This design comes from an exercise in tuning for small area on the open sky130 flow, not from production work.
Only simulation tests tie the RTL to the original design; equivalence was not proved.
Power and IR drop assume default switching activity.

Setup of juniper:
==> flow/design.v (excerpt) <==
module bpu_2bit
#(
  parameter int unsigned IDX_BITS = 4
) (
  input  logic        i_clk,
  input  logic        i_rst,
  input  logic        i_stall,
  input  logic [31:0] i_if_pc,
  output logic        o_if_pred_taken,
  output logic [31:0] o_if_pred_target,
  output logic [31:0] o_next_pc,
  input  logic        i_ex_valid,
  input  logic        i_ex_is_branch,
  input  logic [31:0] i_ex_pc,
  input  logic        i_ex_pred_taken,
  input  logic [31:0] i_ex_pred_target,
  input  logic        i_ex_taken,
  input  logic [31:0] i_ex_target,
  output logic        o_flush,
  output logic [31:0] o_branch_cnt,
  output logic [31:0] o_mispred_cnt
);
  logic        rd_hit;
  logic        rd_ctr1;
  logic [31:0] rd_target;
  logic        br;
  logic        mis;
  logic [31:0] correct_pc;
  logic        pend_vld_q;
  logic [31:0] pend_pc_q;
  logic [31:0] branch_cnt_q;
  logic [31:0] mispred_cnt_q;
  bpu_btb_table u_table (
    .i_clk       (i_clk),
    .i_rst       (i_rst),
    .i_rd_idx    (i_if_pc[5:2]),
    .i_rd_tag    (i_if_pc[31:6]),
    .o_rd_hit    (rd_hit),
    .o_rd_ctr1   (rd_ctr1),
    .o_rd_target (rd_target),
    .i_wr_train  (br),
    .i_wr_inval  (i_ex_valid && !i_ex_is_branch && i_ex_pred_taken),
    .i_wr_idx    (i_ex_pc[5:2]),
    .i_wr_tag    (i_ex_pc[31:6]),
    .i_wr_taken  (i_ex_taken),
    .i_wr_target (i_ex_target)
  );
  ...
Size in the first run: roughly 2800 cells after synthesis, roughly 1100 flip-flops, ~270 I/O pins, ~0.043 mm2 of cells after synthesis.
Settings: LEC_CHECK=0, CAP_MARGIN=20, CORE_MARGIN=2, CORE_UTILIZATION=55, SETUP_SLACK_MARGIN=0.1, SLEW_MARGIN=20; clock period 11.0 ns.
standard.sh (not shown) runs the stock make flow with config.mk's settings and CLKGATE_MAP_FILE= SYNTH_SCRIPT=/design/flow/synth_recipe.tcl, a recipe that flattens the netlist after the stock synthesis.
==> flow/flow/run.sh <==
#!/bin/bash
# Own flow: the standard layout (standard.sh) with two changes:
#  - synthesis through flow/my_synth.tcl (synth_recipe.tcl with an
#    area-oriented ABC script; registers are mapped as in the standard run),
#  - the extra ORFS settings below, given on make's command line.
set -euo pipefail
export MY_WORK_DIR=$PWD
export MY_FLOW_DIR=$PWD/flow
EXTRA="'BUFFER_PORTS_ARGS=-buffer_cell sky130_fd_sc_hd__buf_1' 'CTS_ARGS=-sink_clustering_enable -repair_clock_nets -dont_use_dummy_load -buf_list sky130_fd_sc_hd__clkbuf_8' "
sed -e "s#SYNTH_SCRIPT=[^ ]*#SYNTH_SCRIPT=$MY_FLOW_DIR/my_synth.tcl#" \
    -e "s#CLKGATE_MAP_FILE= #CLKGATE_MAP_FILE= $EXTRA#" standard.sh > my_standard.sh
grep -q "my_synth.tcl" my_standard.sh
bash my_standard.sh > flow_make.log 2>&1
==> flow/flow/abc_area.script <==
&get -n
&st
&dch
&nf -R 1000 -p -C 32 -F 8
&st
&dch
&nf -R 1000 -p -C 32 -F 8
&st
&dch
&nf -R 1000 -p -C 32 -F 8
&put
==> flow/flow/my_synth.tcl <==
# The standard synthesis (synth_recipe.tcl) with one change: ABC maps the
# combinational logic with an area-oriented script (delay-relaxed &nf) in
# place of ORFS's speed script. Registers are mapped before ABC and are
# untouched by this change.
set ::my_abc_script $::env(MY_FLOW_DIR)/abc_area.script
set ::my_synth_recipe $::env(MY_WORK_DIR)/synth_recipe.tcl
proc abc {args} {
  set i [lsearch -exact $args -script]
  if { $i >= 0 } { lset args [expr { $i + 1 }] $::my_abc_script }
  puts "abc with script $::my_abc_script"
  yosys abc {*}$args
}
source $::my_synth_recipe
diff inputs: juniper => nickel
Settings: SLEW_MARGIN: 20 -> 5; CAP_MARGIN: 20 -> 5; CORE_UTILIZATION: 55 -> 66.
-- flow/flow/run.sh --
<<< juniper, line 9
EXTRA="'BUFFER_PORTS_ARGS=-buffer_cell sky130_fd_sc_hd__buf_1' 'CTS_ARGS=-sink_clustering_enable -repair_clock_nets -dont_use_dummy_load -buf_list sky130_fd_sc_hd__clkbuf_8' "
>>> nickel, line 9
EXTRA="'BUFFER_PORTS_ARGS=-buffer_cell sky130_fd_sc_hd__buf_1' 'CTS_ARGS=-sink_clustering_enable -repair_clock_nets -dont_use_dummy_load -buf_list sky130_fd_sc_hd__clkbuf_8 -sink_clustering_size 13 -sink_clustering_max_diameter 75' "
-- flow/flow/abc_area.script --
<<< juniper, line 11
>>> nickel, line 11
&st
&dch
&nf -R 1000 -p -C 32 -F 8
&st
&dch
&nf -R 1000 -p -C 32 -F 8
Notes after the runs:
Inverter count of the layout excluding clock inverters: lower on juniper
Clock network latency to the later pin of the worst-skew pair, nickel and juniper: lower on nickel
Against juniper as the reference, nickel delivers a lower number of instances in the synthesized netlist.
On post-layout total power, nickel does better than juniper.
Diff juniper..nickel | required time of the critical path | negligible
| xor/xnor cell area share of the yosys netlist | higher: juniper |
## Diff of input files: tundra against nickel
Settings: CAP_MARGIN: 5 -> 10; SLEW_MARGIN: 5 -> 10; CORE_UTILIZATION: 66 -> 60.
-- flow/flow/run.sh --
<<< nickel, line 9
EXTRA="'BUFFER_PORTS_ARGS=-buffer_cell sky130_fd_sc_hd__buf_1' 'CTS_ARGS=-sink_clustering_enable -repair_clock_nets -dont_use_dummy_load -buf_list sky130_fd_sc_hd__clkbuf_8 -sink_clustering_size 13 -sink_clustering_max_diameter 75' "
>>> tundra, line 9
EXTRA="'BUFFER_PORTS_ARGS=-buffer_cell sky130_fd_sc_hd__buf_1' 'CTS_ARGS=-sink_clustering_enable -repair_clock_nets -dont_use_dummy_load -buf_list sky130_fd_sc_hd__clkbuf_8 -sink_clustering_size 11 -sink_clustering_max_diameter 70' "
-- flow/flow/abc_area.script --
<<< nickel, line 11
&st
&dch
&nf -R 1000 -p -C 32 -F 8
&st
&dch
&nf -R 1000 -p -C 32 -F 8
>>> tundra, line 11
==> comparison <==
tundra reached the end of the flow, and the finished layout is clean on the timing, DRC and antenna checks. tundra against nickel: sequential share of layout area shows a reduction of 0.65 points; growth of design area from synthesis to finish shows an increase of 0.73 points. What tundra reported for maximum frequency from static timing analysis has to be multiplied by 0.912 to get the figure for nickel. In tundra the wire length turned out 3200 um higher than in nickel. Per the comparison of tundra with nickel, sum of met2 wire segment lengths after detailed routing increased 3.8%, global-route wire length before repair increased 1.6%. nickel → tundra: internal power climbed 120 uW, die area went up about 10%.
Input-level comparison between willow and tundra:
Settings: CAP_MARGIN changed from 10 to 5; CORE_UTILIZATION changed from 60 to 70; SLEW_MARGIN changed from 10 to 5.
-- flow/flow/run.sh --
<<< tundra, line 9
EXTRA="'BUFFER_PORTS_ARGS=-buffer_cell sky130_fd_sc_hd__buf_1' 'CTS_ARGS=-sink_clustering_enable -repair_clock_nets -dont_use_dummy_load -buf_list sky130_fd_sc_hd__clkbuf_8 -sink_clustering_size 11 -sink_clustering_max_diameter 70' "
>>> willow, line 9
EXTRA="'BUFFER_PORTS_ARGS=-buffer_cell sky130_fd_sc_hd__buf_1' 'CTS_ARGS=-sink_clustering_enable -repair_clock_nets -dont_use_dummy_load -buf_list sky130_fd_sc_hd__clkbuf_8 -sink_clustering_size 13 -sink_clustering_max_diameter 75' "
-- flow/flow/abc_area.script --
<<< tundra, line 11
>>> willow, line 11
&st
&dch
&nf -R 1000 -p -C 32 -F 8
&st
&dch
&nf -R 1000 -p -C 32 -F 8
[summary]
Between tundra and willow, synthesized net count decreased.
Changes observed in willow relative to tundra: setup slack of the critical path after layout went down, maximum buffer depth of the clock tree closely matched the old numbers, met1 demand-to-capacity share in global routing now sits higher, cell area after synthesis now smaller.
[inputs] zinc vs willow
Settings: CORE_UTILIZATION now 60, was 70.
-- flow/flow/run.sh --
<<< willow, line 9
EXTRA="'BUFFER_PORTS_ARGS=-buffer_cell sky130_fd_sc_hd__buf_1' 'CTS_ARGS=-sink_clustering_enable -repair_clock_nets -dont_use_dummy_load -buf_list sky130_fd_sc_hd__clkbuf_8 -sink_clustering_size 13 -sink_clustering_max_diameter 75' "
>>> zinc, line 9
EXTRA="'BUFFER_PORTS_ARGS=-buffer_cell sky130_fd_sc_hd__buf_1' 'CTS_ARGS=-sink_clustering_enable -repair_clock_nets -dont_use_dummy_load -buf_list sky130_fd_sc_hd__clkbuf_8 -sink_clustering_size 11 -sink_clustering_max_diameter 70' "
- willow and zinc ended up with nearly the same smallest hold slack.
- Part of the power in combinational logic: zinc vs willow — no meaningful difference
- Compare willow and zinc | count of clock-buffer cells in the layout lower: willow
- Cell count: zinc higher than willow
- Total power after layout delta for zinc relative to willow: 170 uW higher
--- input diff zinc..pepper ---
Settings: changing CORE_UTILIZATION from 60 to 66.
-- flow/flow/run.sh --
<<< zinc, line 9
EXTRA="'BUFFER_PORTS_ARGS=-buffer_cell sky130_fd_sc_hd__buf_1' 'CTS_ARGS=-sink_clustering_enable -repair_clock_nets -dont_use_dummy_load -buf_list sky130_fd_sc_hd__clkbuf_8 -sink_clustering_size 11 -sink_clustering_max_diameter 70' "
>>> pepper, line 9
EXTRA="'BUFFER_PORTS_ARGS=-buffer_cell sky130_fd_sc_hd__buf_1' 'CTS_ARGS=-sink_clustering_enable -repair_clock_nets -dont_use_dummy_load -buf_list sky130_fd_sc_hd__clkbuf_8 -sink_clustering_size 15 -sink_clustering_max_diameter 80' "
### Flow results
Changes observed in pepper relative to zinc: clock power share fell by 2.5 points; post-route standard cell area excluding fillers fell by about 1.2%; full die area fell by about 9%. pepper vs. zinc: total cell area at the placement stage went down by 0.45%.

separate check: timing with driven ports:
How much do the figures lean on ideal ports? The routed layouts below were timed once more, with nothing changed but the port constraints. Step 1 assumes that a clkbuf_16 drives the clock port and a buf_2 every other input. Step 2 adds t to the input delays and takes it off the output delays; t is the mean of the earliest and latest rising clock arrival at the registers after step 1. Input paths then give back, and output paths get back, about the clock's delay inside the block. Slacks: no drivers / after step 1 / after step 2; pairs: no drivers / after step 1.
run	shift t [ns]	slack for setup (ns)	worst data-port slew with drivers (ns)
juniper	0.889	0.673 / 0.536 / 0.536	0.14
nickel	0.786	0.354 / 0.324 / 0.324	0.10
tundra	0.792	1.295 / 1.225 / 1.225	0.13
willow	0.803	0.812 / 0.790 / 0.790	0.14
zinc	0.796	0.917 / 0.816 / 0.816	0.12
pepper	0.789	0.367 / 0.336 / 0.336	0.11
After both steps every run listed still meets setup and hold. For juniper, which loses most, drivers alone change the setup slack by -0.137 ns; drivers and shift together by -0.137 ns.
